Source: an optimization exercise on an open RTL-to-GDS flow (aim: small area, a short achievable clock period and few clock cycles per item). Production flows keep margins and buffers that such runs may drop. The RTL was checked by simulation tests, not by an equivalence proof against the original design.

// timed_rgbw_light_interpolator_top
module timed_rgbw_light_interpolator_top #(
  parameter int unsigned SLOTS = 16
) (
  input  logic        clk_i,
  input  logic        rst_ni,
  input  logic        in_valid_i,
  output logic        in_ready_o,
  input  logic        op_i,
  input  logic [3:0]  entry_index_i,
  input  logic        entry_valid_i,
  input  logic [4:0]  entry_hour_i,
  input  logic [5:0]  entry_minute_i,
  input  logic [7:0]  entry_red_i,
  input  logic [7:0]  entry_green_i,
  input  logic [7:0]  entry_blue_i,
  input  logic [7:0]  entry_white_i,
  input  logic [31:0] now_unix_i,
  input  logic [4:0]  now_hour_i,
  input  logic [5:0]  now_minute_i,
  output logic        out_valid_o,
  input  logic        out_ready_i,
  output logic        active_o,
  output logic [7:0]  level_red_o,
  output logic [7:0]  level_green_o,
  output logic [7:0]  level_blue_o,
  output logic [7:0]  level_white_o
);
  logic        go, done, empty;
  logic [31:0] prev_tp, next_tp, unix, plvl, nlvl, level;
  trli_ctrl u_ctrl (
    .clk_i          (clk_i),
    .rst_ni         (rst_ni),
    .in_valid_i     (in_valid_i),
    .in_ready_o     (in_ready_o),
    .op_i           (op_i),
    .entry_index_i  (entry_index_i),
    .entry_valid_i  (entry_valid_i),
    .entry_hour_i   (entry_hour_i),
    .entry_minute_i (entry_minute_i),
    .entry_red_i    (entry_red_i),
    .entry_green_i  (entry_green_i),
    .entry_blue_i   (entry_blue_i),
    .entry_white_i  (entry_white_i),
    .now_unix_i     (now_unix_i),
    .now_hour_i     (now_hour_i),
    .now_minute_i   (now_minute_i),
    .go_i           (go),
    .done_o         (done),
    .empty_o        (empty),
    .prev_tp_o      (prev_tp),
    .next_tp_o      (next_tp),
    .unix_o         (unix),
    .plvl_o         (plvl),
    .nlvl_o         (nlvl)
  );
  trli_datapath u_datapath (
    .clk_i       (clk_i),
    .rst_ni      (rst_ni),
    .go_o        (go),
    .in_valid_i  (done),
    .empty_i     (empty),
  ...
==> flow/config.mk <==
export PLATFORM = sky130hd
export DESIGN_NAME = timed_rgbw_light_interpolator_top
export DESIGN_NICKNAME = timed_rgbw_light_interpolator_top
export VERILOG_FILES = /design/flow/design.v
export SDC_FILE = /design/flow/constraint.sdc
export NUM_CORES = 4
export LEC_CHECK = 0
export ABC_CLOCK_PERIOD_IN_PS = 4000
export CAP_MARGIN = 20
export CORE_MARGIN = 2
export CORE_UTILIZATION = 45
export PLACE_DENSITY = 0.6
export SETUP_SLACK_MARGIN = 5
export SLEW_MARGIN = 20
==> flow/constraint.sdc <==
create_clock -name core_clock -period 12.0 [get_ports {clk_i}]
set_input_delay 2.4000 -clock core_clock [delete_from_list [all_inputs] [get_ports {clk_i}]]
set_output_delay 2.4000 -clock core_clock [all_outputs]
set_load 0.01 [all_outputs]
run.sh (not shown) runs the stock make flow with config.mk's settings and CLKGATE_MAP_FILE= SYNTH_SCRIPT=/design/flow/synth_recipe.tcl, a recipe that flattens the netlist after the stock synthesis.
The baseline ran to the end with no violations.
Testbench counts at the start, summed over its fixed seeds: cycles 2,353, ticks 1,920.
Change:
--- a/flow/design.v
+++ b/flow/design.v
@@ -53,17 +53,17 @@
     for (int i = 0; i < SLOTS; i++) if (v[i]) last_set = IW'(i);
   endfunction
   function automatic logic [SLOTS-1:0] above(input logic [IW-1:0] a);
     for (int i = 0; i < SLOTS; i++) above[i] = (IW'(i) > a);
   endfunction
   logic [SLOTS-1:0]            valid_q;
   logic [SLOTS-1:0][HM_W-1:0]  hm_q;
   logic [SLOTS-1:0][31:0]      lvl_q;
-  logic [SLOTS-1:0][16:0]      sec_q;     
+  logic [SLOTS-1:0][10:0]      min_q;     
   logic                        pending_q;
   function automatic logic [IW-1:0] next_valid(input logic [SLOTS-1:0] v, input logic [IW-1:0] a);
     logic [SLOTS-1:0] hi;
     hi = v & above(a);
     next_valid = (|hi) ? first_set(hi) : first_set(v);
   endfunction
   logic            in_v_q, in_op_q, in_ev_q;
   logic [IW-1:0]   in_idx_q;
@@ -100,39 +100,39 @@
       in_m_q   <= hm_min(op_i ? {now_hour_i, now_minute_i} : {entry_hour_i, entry_minute_i});
     end
   end
   assign in_t = (17'(in_m_q) << 6) - (17'(in_m_q) << 2);
   always_ff @(posedge clk_i or negedge rst_ni) begin
     if (!rst_ni) begin
       hm_q[0]  <= '0;
       lvl_q[0] <= '0;
-      sec_q[0] <= '0;
+      min_q[0] <= '0;
       hm_q[1]  <= {5'd12, 6'd0};
       lvl_q[1] <= '1;
-      sec_q[1] <= 17'd43200;
+      min_q[1] <= 11'd720;
     end else begin
       if (wr && in_idx_q == 4'd0) begin
         hm_q[0]  <= in_hm_q;
         lvl_q[0] <= in_w_q;
-        sec_q[0] <= in_t;
+        min_q[0] <= in_m_q;
       end
       if (wr && in_idx_q == 4'd1) begin
         hm_q[1]  <= in_hm_q;
         lvl_q[1] <= in_w_q;
-        sec_q[1] <= in_t;
+        min_q[1] <= in_m_q;
       end
     end
   end
   for (genvar s = 2; s < SLOTS; s++) begin : g_slot
     always_ff @(posedge clk_i) begin
       if (wr && in_idx_q == 4'(s)) begin
         hm_q[s]  <= in_hm_q;
         lvl_q[s] <= in_w_q;
-        sec_q[s] <= in_t;
+        min_q[s] <= in_m_q;
       end
     end
   end
   always_ff @(posedge clk_i or negedge rst_ni) begin
     if (!rst_ni) begin
       valid_q <= SLOTS'(2'b11);
     end else if (wr) begin
       valid_q[in_idx_q] <= in_ev_q;
@@ -188,20 +188,20 @@
   logic            r_bn_q, r_bp_q;
   logic [16:0]     sec_p, sec_n, sec_2, sec_3;
   logic [31:0]     r_ptp, r_ntp, cand_tp;
   logic            adv;
   logic [IW-1:0]   prev_n, next_n;
   assign prev_sel = r_walk_q ? walk_q : r_prev_q;
   assign hm_2     = hm_q[r_next2_q];
   assign hm_3     = hm_q[next3_q];
-  assign sec_p    = sec_q[prev_sel];
-  assign sec_n    = sec_q[r_next_q];
-  assign sec_2    = sec_q[r_next2_q];
-  assign sec_3    = sec_q[next3_q];
+  assign sec_p    = (17'(min_q[prev_sel]) << 6) - (17'(min_q[prev_sel]) << 2);
+  assign sec_n    = (17'(min_q[r_next_q]) << 6) - (17'(min_q[r_next_q]) << 2);
+  assign sec_2    = (17'(min_q[r_next2_q]) << 6) - (17'(min_q[r_next2_q]) << 2);
+  assign sec_3    = (17'(min_q[next3_q]) << 6) - (17'(min_q[next3_q]) << 2);
   assign nv3      = next_valid(valid_q, (ph_q == PH_SCAN) ? r_next2_q : next3_q);
   assign r_ntp = ut_q + 32'(sec_n) + (r_bn_q ? 32'(SEC_DAY) : 32'd0);
   assign r_ptp = ut_q + 32'(sec_p) - (r_bp_q ? 32'(SEC_DAY) : 32'd0);
   assign adv     = (ph_q == PH_NORM) && !empty_q && (next_tp_q < u_q);
   assign cand_tp = ut_q + ((hm2_q < n_q) ? 32'(t2d_q) : 32'(t2_q));
   assign prev_n  = adv ? next_q  : prev_q;
   assign next_n  = adv ? next2_q : next_q;
   assign done_o    = t_valid_q && (ph_q == PH_NORM) && go_i;
What happened:
- design area goes up by 0.35%
- die area goes down by about 0.56%
- final cell count goes down by about 0.4%
- worst setup slack degrades by 0.12 ns
- routed wire length goes down by about 0.47%
- via count goes down by 1.0%
- register-to-register slack degrades by 0.12 ns
Testbench counts after the change, summed over its fixed seeds: cycles 2,353, ticks 1,920.

## static timing again, ports no longer ideal
No port has a modelled driver above. Below, the same layouts with a new extraction and two added sets of constraints.
Step 1 assumes that a clkbuf_16 drives the clock port and a buf_2 every other input.
Step 2 moves the port delays by t, midway between the first and last clock arrival at a register: inputs arrive t later, outputs are due t later. That takes back most of the time a late clock gives input paths.
a / b / c = ideal ports / drivers / drivers and shift; a / b = the first two.
| run | t (ns) | setup slack, ns | worst setup path after step 2 |
|---|---|---|---|
| the first run | 1.081 | 5.001 / 5.001 / 5.001 | register to register |
| the second run | 1.066 | 4.881 / 4.881 / 4.881 | register to register |
After both steps setup and hold are still met in every run listed.
